From an optimization exercise on the open Yosys and OpenROAD flow, aimed at small area and a short achievable clock period; shortcuts taken in it are not production practice. Only simulation tests tie the RTL to the original design; equivalence was not proved. Power and IR drop assume default switching activity.

**flow/config.mk**
```make
export PLATFORM = sky130hd
export DESIGN_NAME = shared_ram_arbiter
export DESIGN_NICKNAME = shared_ram_arbiter
export VERILOG_FILES = /design/flow/design.v
export SDC_FILE = /design/flow/constraint.sdc
export NUM_CORES = 4
export LEC_CHECK = 0
export CAP_MARGIN = 20
export CORE_MARGIN = 2
export CORE_UTILIZATION = 40
export SETUP_SLACK_MARGIN = 0.2
export SLEW_MARGIN = 20
```
**flow/constraint.sdc**
```tcl
create_clock -name core_clock -period 7.0 [get_ports {clk}]
set_input_delay 1.4000 -clock core_clock [delete_from_list [all_inputs] [get_ports {clk}]]
set_output_delay 1.4000 -clock core_clock [all_outputs]
set_load 0.01 [all_outputs]
```
**flow/design.v**
```verilog
module shared_ram_arbiter #(
    parameter int WIDTH      = 12,
    parameter int DEPTH      = 256,
    parameter int ADDR_WIDTH = $clog2(DEPTH),
    parameter int N_PORTS    = 4
) (
    input  logic                          clk,
    input  logic                          rst,
    input  logic [N_PORTS-1:0]            req,
    input  logic [N_PORTS-1:0]            wrEn,
    input  logic [N_PORTS*ADDR_WIDTH-1:0] addr,
    input  logic [N_PORTS*WIDTH-1:0]      dataIn,
    input  logic                          clrStart,
    output logic [N_PORTS-1:0]            grant,
    output logic [N_PORTS-1:0]            rdValid,
    output logic [WIDTH-1:0]              dataOut,
    output logic                          clrBusy
);
    localparam int PTR_W = $clog2(N_PORTS);
    typedef enum logic {
        IDLE  = 1'b0,
        CLEAR = 1'b1
    } state_e;
    state_e                  state_q, state_d;
    logic [ADDR_WIDTH-1:0]   cnt_q, cnt_d;
    logic [PTR_W-1:0]        last_q, last_d;
    logic [N_PORTS-1:0]      rd_valid_q, rd_valid_d;
    logic [WIDTH-1:0]        data_out_q, data_out_d;
    logic                    clr_busy_q, clr_busy_d;
    logic [WIDTH-1:0]        mem_q [DEPTH];
    logic                    gnt_any;
    logic [PTR_W-1:0]        gnt_idx;
    logic [ADDR_WIDTH-1:0]   sel_addr;
    logic [WIDTH-1:0]        sel_data;
    logic                    sel_wr;
    always_comb begin
        int cand;
        cand    = 0;
        gnt_any = 1'b0;
        gnt_idx = '0;
        if (state_q == IDLE && !clrStart && !rst) begin
            for (int k = 1; k <= N_PORTS; k++) begin
                cand = (int'(last_q) + k) % N_PORTS;
                if (!gnt_any && req[cand]) begin
                    gnt_any = 1'b1;
                    gnt_idx = PTR_W'(cand);
                end
            end
        end
    end
    assign grant    = gnt_any ? (N_PORTS'(1) << gnt_idx) : '0;
    assign sel_addr = addr[gnt_idx*ADDR_WIDTH +: ADDR_WIDTH];
    assign sel_data = dataIn[gnt_idx*WIDTH +: WIDTH];
    assign sel_wr   = wrEn[gnt_idx];
    always_comb begin
        state_d    = state_q;
        cnt_d      = cnt_q;
        last_d     = last_q;
        rd_valid_d = '0;
        data_out_d = data_out_q;
        clr_busy_d = clr_busy_q;
        unique case (state_q)
            IDLE: begin
                if (clrStart) begin
                    state_d    = CLEAR;
                    cnt_d      = '0;
                    clr_busy_d = 1'b1;
                end else if (gnt_any) begin
                    last_d = gnt_idx;
                    if (!sel_wr) begin
                        rd_valid_d = grant;
                        data_out_d = mem_q[sel_addr];
                    end
                end
            end
            CLEAR: begin
                if (cnt_q == ADDR_WIDTH'(DEPTH - 1)) begin
                    state_d    = IDLE;
                    cnt_d      = '0;
                    clr_busy_d = 1'b0;
                end else begin
                    cnt_d = cnt_q + ADDR_WIDTH'(1);
                end
            end
        endcase
    end
    always_ff @(posedge clk or posedge rst) begin
        if (rst) begin
            state_q    <= IDLE;
            cnt_q      <= '0;
            last_q     <= PTR_W'(N_PORTS - 1);
            rd_valid_q <= '0;
            data_out_q <= '0;
            clr_busy_q <= 1'b0;
        end else begin
            state_q    <= state_d;
            cnt_q      <= cnt_d;
            last_q     <= last_d;
            rd_valid_q <= rd_valid_d;
            data_out_q <= data_out_d;
            clr_busy_q <= clr_busy_d;
        end
    end
    always_ff @(posedge clk) begin
        if (state_q == CLEAR) begin
            mem_q[cnt_q] <= '0;
        end else if (gnt_any && sel_wr) begin
            mem_q[sel_addr] <= sel_data;
        end
    end
    assign rdValid = rd_valid_q;
    assign dataOut = data_out_q;
    assign clrBusy = clr_busy_q;
endmodule
```
**flow/run.sh**
```bash
#!/bin/bash
# synth_recipe.tcl (not shown) runs the flow's synth.tcl, then flattens the netlist and writes it again
# the make line also repeats each setting of config.mk as NAME=value (left out here)
make -C /OpenROAD-flow-scripts/flow DESIGN_CONFIG=/design/flow/config.mk WORK_HOME=/design/flow/orfs CLKGATE_MAP_FILE= SYNTH_SCRIPT=/design/flow/synth_recipe.tcl finish
```
==> results of run 1 <==
where the power goes:
| group | total [W] | internal, W | switching (W) |
|---|---|---|---|
| logic | 0.00287 | 0.000786 | 0.00209 |
| registers | 0.0205 | 0.0204 | 0.000135 |
| clock network | 0.0171 | 0.00971 | 0.00742 |
| total | 0.0405 | 0.0309 | 0.00964 |
logic make-up (layout without fill, tap and decap cells):
| logic type | after synthesis | count (layout) | synth area share, % |
|---|---|---|---|
| other | 0 | 12 | 0 |
| adder cells (fa/ha/maj) | 1 | 1 | 0.0101 |
| flip-flops | 3100 | 3100 | 75.2 |
| XOR/XNOR | 3 | 3 | 0.0213 |
| AO/OA/AOI/OAI | 911 | 911 | 5.17 |
| buffers and inverters | 558 | 1395 | 2.56 |
| multiplexers | 347 | 347 | 4.83 |
| AND/OR/NAND/NOR | 3498 | 3498 | 12.2 |
final timing paths:
check	start	endpoint	slack, ns
worst max-delay path	req[3]	data_out_q[4]	0.67
worst min-delay path	last_q[0]	last_q[0]	0.49
max in group asynchronous	rst	data_out_q[5]	5.11
min in group asynchronous	rst	rd_valid_q[3]	1.15
worst max register to register	state_q	data_out_q[8]	1.05
worst min register to register	last_q[0]	last_q[0]	0.49
cells in the mapped netlist (28+ instances only):
library cell	number
buf_6	29
nand3_1	665
o21ai_0	69
edfxtp_1	3072
nor2_1	301
buf_2	314
a31oi_1	207
nor4_1	28
a21oi_1	164
nor3_1	42
buf_4	91
nand2_1	2111
a211oi_1	90
and3_1	207
a311oi_1	126
nand4_1	58
clkbuf_1	93
a32oi_1	94
o22ai_1	41
mux2i_1	141
mux4_2	196
through the flow:
| stage | area [um^2] | TNS, ns |
|---|---|---|
| after floorplan | 124000 | -121.92 |
| after global placement | 133000 | -0.719 |
| after detailed placement | 134000 | 0 |
| after CTS | 144000 | 0 |
| after global routing | 144000 | 0 |
| final | 144000 | 0 |
layout make-up:
class	instances	area (um^2)	share of cell area (%)
Inverter	3	11.3	0.00782
Tap cell	4120	5150	3.58
Multi-Input combinational cell	4760	27700	19.2
Clock inverter	185	2050	1.42
Sequential cell	3100	93000	64.5
Clock buffer	405	8450	5.87
Timing Repair Buffer	802	7750	5.38
Antenna cell	12	30.0	0.0208
worst reg2reg max path, stage by stage (launching register included):
cell and delay (ns):
dfrtp_1 0.57, nor4b_1 0.58, nand2_1 0.22, nand2_2 0.35, mux2i_1 0.44, mux2i_4 0.25, nor2_4 0.87, buf_4 0.45
nand3_1 0.14, nand4_1 0.18, nand2_1 0.09, or4_1 0.62, o31ai_1 0.87, nand4_1 0.15
metal layers:
| layer | wire [um] | vias up |
|---|---|---|
| met2 | 177000 | 4795 |
| li1 | - | 33200 |
| met3 | 45600 | 824 |
| met4 | 19100 | 14 |
| met5 | 92 | - |
| met1 | 154000 | 40100 |
registers in the layout (all words and copies together), names as in the netlist:
signal	count
state_q	1
clr_busy_q	1
last_q	2
data_out_q	12
rd_valid_q	4
cnt_q	8
mem_q	3072
==> impl_metrics.env, run 1 <==
export IMPL_period_share_pct=90.5
export IMPL_synth_area_um2=124000
export IMPL_ant_nets=0
export IMPL_worst_pin_slew_ns=1.18
export IMPL_yosysSeqAreaShare_pct=75.2
export IMPL_required_ns=7.74
export IMPL_dp_hpwl_um=252000
export IMPL_wire_per_inst_um=29.6
export IMPL_drv_cap=0
export IMPL_path_cells="clkdlybuf4s50_1, and2b_1, o21ai_1, a31oi_4, nand3_1, nand2_8, buf_4, a311oi_1, nor3_1, o32ai_1, a2111oi_2, o211ai_1"
export IMPL_netlist_top_cells_area="edfxtp_1, nand2_1, mux4_2, nand3_1, buf_2"
export IMPL_min_path_type="flip-flop to flip-flop"
export IMPL_met3_usage_pct=5.78
export IMPL_avgSynthCellArea_um2=14.7
export IMPL_critPathTopFamily="compound AO/OA/AOI/OAI gates"
export IMPL_layout_cells_non_filler=13400
export IMPL_grt_pass1_wl_um=559000
export IMPL_cts_setup_buffers=0
export IMPL_place_ws_ns=0.0115
export IMPL_synth_cell_types=83
export IMPL_synth_top_area_share_pct=74.6
export IMPL_cp_slowest_stage_delay_ns=0.98
export IMPL_grt_pass1_vias=74700
export IMPL_grt_overflow=0
export IMPL_place_congestion=0.977
export IMPL_cts_path_max_buffers=4
export IMPL_finalPower_w=0.0405
export IMPL_die_w_um=560
export IMPL_whs_path_depth=2
export IMPL_cts_sinks=3100
export IMPL_worstSetupPathType="input pin to flip-flop"
export IMPL_syn_nets=8510
export IMPL_drt_total_wl_um=396000
export IMPL_cts_buffers=323
export IMPL_die_area_um2=313000
export IMPL_max_freq_mhz=158
export IMPL_core_um2=308000
export IMPL_grtUsageMet1_pct=34.1
export IMPL_dr_pass1_iters=7
export IMPL_slew_violations=0
export IMPL_synth_top_cell_by_area="edfxtp_1"
export IMPL_grt_busiest_layer="met2"
export IMPL_cp_start_kind="input pin"
export IMPL_final_common_cell="edfxtp_1"
export IMPL_clk_pin_slew_ns=0.06
export IMPL_cp_max_fo=44
export IMPL_fin_skew_ns=0.0685
export IMPL_synth_edf_count=3072
export IMPL_clk_latency_ns=0.95
export IMPL_start_util_pct=40.1
export IMPL_ys_flop_type="edfxtp_1"
export IMPL_hold_violations=0
export IMPL_netlist_instances=8418
export IMPL_drive_gt1_share_pct=15.3
export IMPL_nets=9082
export IMPL_fin_ws_ns=0.668
export IMPL_finalCriticalPeriod_ns=6.33
export IMPL_arrival_ns=7.07
export IMPL_fillers=26400
export IMPL_cts_tree="built"
export IMPL_peakVddDrop_mv=0.210
export IMPL_cpMaxStageDelayCell="a2111oi_2"
export IMPL_cts_root_buf="clkbuf_16"
export IMPL_cts_hold_buf=0
export IMPL_port_buffers=111
export IMPL_synthToLayoutAreaGrowth_pct=16.6
export IMPL_cts_resized=0
export IMPL_p_leak_nw=51.7
export IMPL_rsz0062_at_grt="false"
export IMPL_setup_viol=0
export IMPL_max_slew_margin_pct=20.6
export IMPL_first_iter_violations=11600
export IMPL_ioPinCount=112
export IMPL_via_per_inst=5.89
export IMPL_antenna_found_initial=20
export IMPL_p_per_area_nw_per_um2=281
export IMPL_r2r_cells=13
export IMPL_drc_errors=0
export IMPL_grt_start_max_net_pins=119
export IMPL_status="complete, no violations"
export IMPL_crit_buf_inv=2
export IMPL_fin_util_pct=46.8
export IMPL_htreeDepth=5
export IMPL_final_cell_mix="edfxtp_1, nand2_1, nand3_1"
export IMPL_ys_async_sr_fraction_pct=0.903
export IMPL_crit_cells=12
export IMPL_use_met2_pct=36.9
export IMPL_end_kind="flip-flop"
export IMPL_place_inst=12800
export IMPL_yosysWarnings=1
export IMPL_grt_use_total_pct=24.5
export IMPL_num_rows=204
export IMPL_num_vias=78900
export IMPL_hold_slack_ns=0.486
export IMPL_ys_seq_elements=3100
export IMPL_die_h_um=560
==> run 2: changes to the inputs <==
==> flow/design.v (replaced) <==
module shared_ram_arbiter #(
    parameter int WIDTH      = 12,
    parameter int DEPTH      = 256,
    parameter int ADDR_WIDTH = $clog2(DEPTH),
    parameter int N_PORTS    = 4
) (
    input  logic                          clk,
    input  logic                          rst,
    input  logic [N_PORTS-1:0]            req,
    input  logic [N_PORTS-1:0]            wrEn,
    input  logic [N_PORTS*ADDR_WIDTH-1:0] addr,
    input  logic [N_PORTS*WIDTH-1:0]      dataIn,
    input  logic                          clrStart,
    output logic [N_PORTS-1:0]            grant,
    output logic [N_PORTS-1:0]            rdValid,
    output logic [WIDTH-1:0]              dataOut,
    output logic                          clrBusy
);
    localparam int PTR_W = $clog2(N_PORTS);
    localparam int LO = 16, HI = DEPTH/16;
    logic [PTR_W-1:0]      last_q;
    logic                  clr_busy_q;
    logic [ADDR_WIDTH-1:0] cnt_q;
    logic [N_PORTS-1:0]    rd_valid_q;
    logic [WIDTH-1:0]      data_out_q;
    logic [DEPTH*WIDTH-1:0] mem_q;
    logic                  gnt_any;
    logic [PTR_W-1:0]      gnt_idx;
    logic [ADDR_WIDTH-1:0] sel_addr;
    logic [WIDTH-1:0]      sel_data;
    logic                  sel_wr, sel_rd;
    always_comb begin
        int cand;
        cand    = 0;
        gnt_any = 1'b0;
        gnt_idx = '0;
        if (!clr_busy_q && !clrStart && !rst) begin
            for (int k = 1; k <= N_PORTS; k++) begin
                cand = (int'(last_q) + k) % N_PORTS;
                if (!gnt_any && req[cand]) begin
                    gnt_any = 1'b1;
                    gnt_idx = PTR_W'(cand);
                end
            end
        end
    end
    assign grant = gnt_any ? (N_PORTS'(1) << gnt_idx) : '0;
    always_comb begin
        sel_addr = '0; sel_data = '0; sel_wr = 1'b0; sel_rd = 1'b0;
        for (int i = 0; i < N_PORTS; i++) begin
            sel_addr = sel_addr | (addr[i*ADDR_WIDTH +: ADDR_WIDTH] & {ADDR_WIDTH{grant[i]}});
            sel_data = sel_data | (dataIn[i*WIDTH +: WIDTH] & {WIDTH{grant[i]}});
            sel_wr   = sel_wr | (grant[i] & wrEn[i]);
            sel_rd   = sel_rd | (grant[i] & !wrEn[i]);
        end
    end
    logic [ADDR_WIDTH-1:0] w_addr;
    logic                  w_en;
    logic [WIDTH-1:0]      w_data;
    assign w_addr = clr_busy_q ? cnt_q : sel_addr;
    assign w_en   = clr_busy_q | sel_wr;
    assign w_data = sel_data;    
    logic [LO-1:0] rlo;
    logic [HI-1:0] rhi;
    always_comb for (int i = 0; i < LO; i++) rlo[i] = sel_addr[3:0] == 4'(i);
    always_comb for (int i = 0; i < HI; i++) rhi[i] = sel_addr[7:4] == 4'(i);
    logic [WIDTH-1:0] rd_word;
    always_comb begin
        logic [WIDTH-1:0] g;
        rd_word = '0;
        for (int h = 0; h < HI; h++) begin
            g = '0;
            for (int l = 0; l < LO; l++) g = g | (mem_q[(h*LO+l)*WIDTH +: WIDTH] & {WIDTH{rlo[l]}});
            rd_word = rd_word | (g & {WIDTH{rhi[h]}});
        end
    end
    always_ff @(posedge clk or posedge rst) begin
        if (rst) begin
            last_q     <= PTR_W'(N_PORTS - 1);
            clr_busy_q <= 1'b0;
            cnt_q      <= '0;
            rd_valid_q <= '0;
            data_out_q <= '0;
        end else begin
            if (gnt_any) last_q <= gnt_idx;
            if (clr_busy_q) begin
                cnt_q <= cnt_q + ADDR_WIDTH'(1);
                if (cnt_q == ADDR_WIDTH'(DEPTH - 1)) clr_busy_q <= 1'b0;
            end else if (clrStart) begin
                clr_busy_q <= 1'b1;
                cnt_q      <= '0;
            end
            rd_valid_q <= grant & ~wrEn;
            if (sel_rd) data_out_q <= rd_word;
        end
    end
    always_ff @(posedge clk)
        for (int k = 0; k < DEPTH; k++)
            if (w_en && w_addr == ADDR_WIDTH'(k)) mem_q[k*WIDTH +: WIDTH] <= w_data;
    assign rdValid = rd_valid_q;
    assign dataOut = data_out_q;
    assign clrBusy = clr_busy_q;
endmodule
==> impl_metrics.env, run 2 <==
export IMPL_grt_start_max_net_pins=166
export IMPL_layout_cells_non_filler=11500
export IMPL_cp_max_fo=18
export IMPL_synth_top_cell_by_area="edfxtp_1"
export IMPL_cts_path_max_buffers=4
export IMPL_final_common_cell="edfxtp_1"
export IMPL_status="complete, no violations"
export IMPL_ant_nets=0
export IMPL_die_h_um=542
export IMPL_place_congestion=1.01
export IMPL_max_freq_mhz=151
export IMPL_avgSynthCellArea_um2=17.5
export IMPL_htreeDepth=5
export IMPL_largest_reg_flops=3072
export IMPL_arrival_ns=7.33
export IMPL_p_leak_nw=48.1
export IMPL_die_w_um=542
export IMPL_critPathLaunch="req[3]"
export IMPL_cts_hold_buf=0
export IMPL_grt_pass1_wl_um=646000
export IMPL_finalCriticalPeriod_ns=6.62
export IMPL_grt_use_total_pct=32.4
export IMPL_core_um2=288000
export IMPL_fin_skew_ns=0.0989
export IMPL_drive_gt1_share_pct=19.1
export IMPL_peakVddDrop_mv=0.194
export IMPL_period_share_pct=94.6
export IMPL_antenna_found_initial=43
export IMPL_synth_commonest_cells="edfxtp_1, a22oi_1, nor2_1"
export IMPL_synth_cell_types=79
export IMPL_top_register="mem_q"
export IMPL_drc_errors=0
export IMPL_cts_resized=0
export IMPL_ys_seq_elements=3099
export IMPL_grt_overflow=0
export IMPL_hold_violations=0
export IMPL_end_kind="flip-flop"
export IMPL_grt_pass1_vias=72100
export IMPL_clk_pin_slew_ns=0.06
export IMPL_drv_cap=0
export IMPL_netlist_top_cells_area="edfxtp_1, a22oi_1, a22o_1, a221oi_1, nor2_1"
export IMPL_finalInstanceArea_um2=139000
export IMPL_r2r_start="last_q[1]"
export IMPL_final_cell_mix="edfxtp_1, a22oi_1, buf_4"
export IMPL_synth_top_area_share_pct=79.6
export IMPL_nets=7561
export IMPL_reg_top3="mem_q: 3072 flops, data_out_q: 12 flops, cnt_q: 8 flops"
export IMPL_fillers=23900
export IMPL_via_per_inst=6.72
export IMPL_required_ns=7.71
export IMPL_cp_start_kind="input pin"
export IMPL_drt_total_wl_um=486000
export IMPL_place_area_um2=129000
export IMPL_netlist_instances=6606
export IMPL_synthToLayoutAreaGrowth_pct=20.0
export IMPL_rr_endpoint="data_out_q[8]"
export IMPL_first_iter_violations=15300
export IMPL_die_area_um2=294000
export IMPL_synth_area_um2=116000
export IMPL_ys_flop_type="edfxtp_1"
export IMPL_max_slew_margin_pct=9.45
export IMPL_rsz0062_at_grt="false"
export IMPL_finalPower_w=0.0393
export IMPL_yosysWarnings=1
export IMPL_setup_viol=0
export IMPL_min_path_type="flip-flop to flip-flop"
export IMPL_syn_nets=6698
export IMPL_yosysMostFrequentCell="edfxtp_1"
export IMPL_dr_pass1_iters=7
export IMPL_worst_pin_slew_ns=1.36
export IMPL_cts_setup_buffers=0
export IMPL_cts_tree="built"
export IMPL_wire_per_inst_um=42.2
export IMPL_r2r_setup_slack_ns=0.84
export IMPL_num_rows=197
export IMPL_cts_root_buf="clkbuf_16"
export IMPL_clk_latency_ns=0.94
export IMPL_r2r_cells=16
export IMPL_dp_hpwl_um=312000
export IMPL_worstSetupPathType="input pin to flip-flop"
export IMPL_synth_edf_count=3072
export IMPL_port_buffers=111
export IMPL_start_util_pct=40.2
export IMPL_slew_violations=0
export IMPL_place_inst=10900
export IMPL_endpoint="data_out_q[8]"
export IMPL_p_per_area_nw_per_um2=283
export IMPL_yosysSeqAreaShare_pct=80.2
export IMPL_ioPinCount=112
export IMPL_cts_sinks=3099
export IMPL_ys_async_sr_fraction_pct=0.871
export IMPL_cts_buffers=323
export IMPL_num_vias=77500
[run 2: report_power, final]
part	switching (W)	total [W]	internal, W	leakage [nW]
sequential	0.000181	0.0206	0.0204	32.4
clock	0.00733	0.0168	0.00952	4.95
combinational	0.00138	0.00184	0.000455	10.8
[run 2: how the worst min path moves through the flow]
stage               slack [ns]  cells past startpoint        end  startpoint
floorplan                 0.45                      2  last_q[0]   last_q[0]
global placement          0.46                      2  last_q[0]   last_q[0]
detailed placement        0.47                      2  last_q[0]   last_q[0]
CTS                       0.48                      2  last_q[0]   last_q[0]
global route              0.50                      2  last_q[0]   last_q[0]
finish                    0.48                      2  last_q[0]   last_q[0]
[run 2: worst max-delay path, cell delays in order]
cell,delay [ns]
clkdlybuf4s50_1,0.52
nand3b_1,0.11
a31oi_2,0.17
buf_4,0.30
mux2i_1,0.46
o32a_4,0.53
buf_4,0.41
nor2_2,0.28
buf_4,0.31
buf_4,0.17
a22oi_1,0.19
o21ai_0,0.11
nor4_1,0.79
buf_4,0.25
o22ai_1,0.11
nor4_2,1.00
a31oi_1,0.16
[run 2: per-layer routing]
| metal | up-vias | part of all wire (%) | routed length [um] | track usage, % |
|---|---|---|---|---|
| li1 | 29400 | - | - | - |
| met1 | 39700 | 35 | 172000 | 43.0 |
| met2 | 6891 | 43 | 208000 | 46.9 |
| met3 | 1404 | 15 | 71600 | 9.78 |
| met4 | 24 | 7.1 | 34600 | 19.3 |
| met5 | - | 0.030 | 145 | 0 |
[run 2: metrics by stage]
step	hold WS, ns	TNS, ns	worst slack [ns]	util [%]
2_1_floorplan	0.451	-149.14	-0.194	-
3_3_place_gp	0.465	-0.538	-0.527	44.7
3_5_place_dp	0.473	-0.140	-0.140	44.7
4_1_cts	0.482	0	0.763	48.2
5_1_grt	0.498	0	0.436	48.3
6_report	0.484	0	0.377	48.3
[run 2: kinds of logic (layout without fill, tap and decap cells)]
family / after synthesis / count (layout) / share of synthesized area, %
AND/OR/NAND/NOR: 980 / 980 / 3.80
buffers and inverters: 436 / 1544 / 1.82
multiplexers: 102 / 102 / 0.988
other: 0 / 27 / 0
adder cells (fa/ha/maj): 1 / 1 / 0.0108
AO/OA/AOI/OAI: 1982 / 1982 / 13.1
flip-flops: 3099 / 3099 / 80.2
XOR/XNOR: 6 / 6 / 0.0453
[run 2: cell type report]
class | instances | area [um^2] | share of cell area (%)
Timing Repair Buffer | 964 | 9750 | 7.01
Multi-Input combinational cell | 3071 | 21400 | 15.4
Antenna cell | 27 | 67.6 | 0.0486
Sequential cell | 3099 | 92900 | 66.8
Inverter | 10 | 37.5 | 0.0270
Clock buffer | 386 | 8340 | 6.00
Clock inverter | 184 | 1830 | 1.32
Tap cell | 3781 | 4730 | 3.40

-- afterwards: timing with drivers on the ports --
In the flow no input, the clock included, has a driving cell. The finished layouts below were timed again as built, in two steps. Step 1 assumes that a clkbuf_16 drives the clock port and a buf_2 every other input. Step 2 moves the port delays by t, midway between the first and last clock arrival at a register: inputs arrive t later, outputs are due t later. That takes back most of the time a late clock gives input paths. a / b / c = ideal / step 1 / step 2; a / b = the first two.
run	t (ns)	setup slack, ns	hold WS [ns]	latest minus earliest clock arrival (ns)	worst data-port slew with drivers (ns)
run 1	1.030	0.668 / 0.750 / -0.280	0.486 / 0.486 / 0.486	0.072 / 0.071	0.05
run 2	1.002	0.377 / 0.457 / -0.545	0.484 / 0.484 / 0.484	0.099 / 0.099	0.05
With both steps, setup timing fails in run 1 and run 2, where it was met with ideal ports. The setup slack of run 1, which loses most, moves by +0.082 ns with the drivers and by -0.948 ns with both steps.
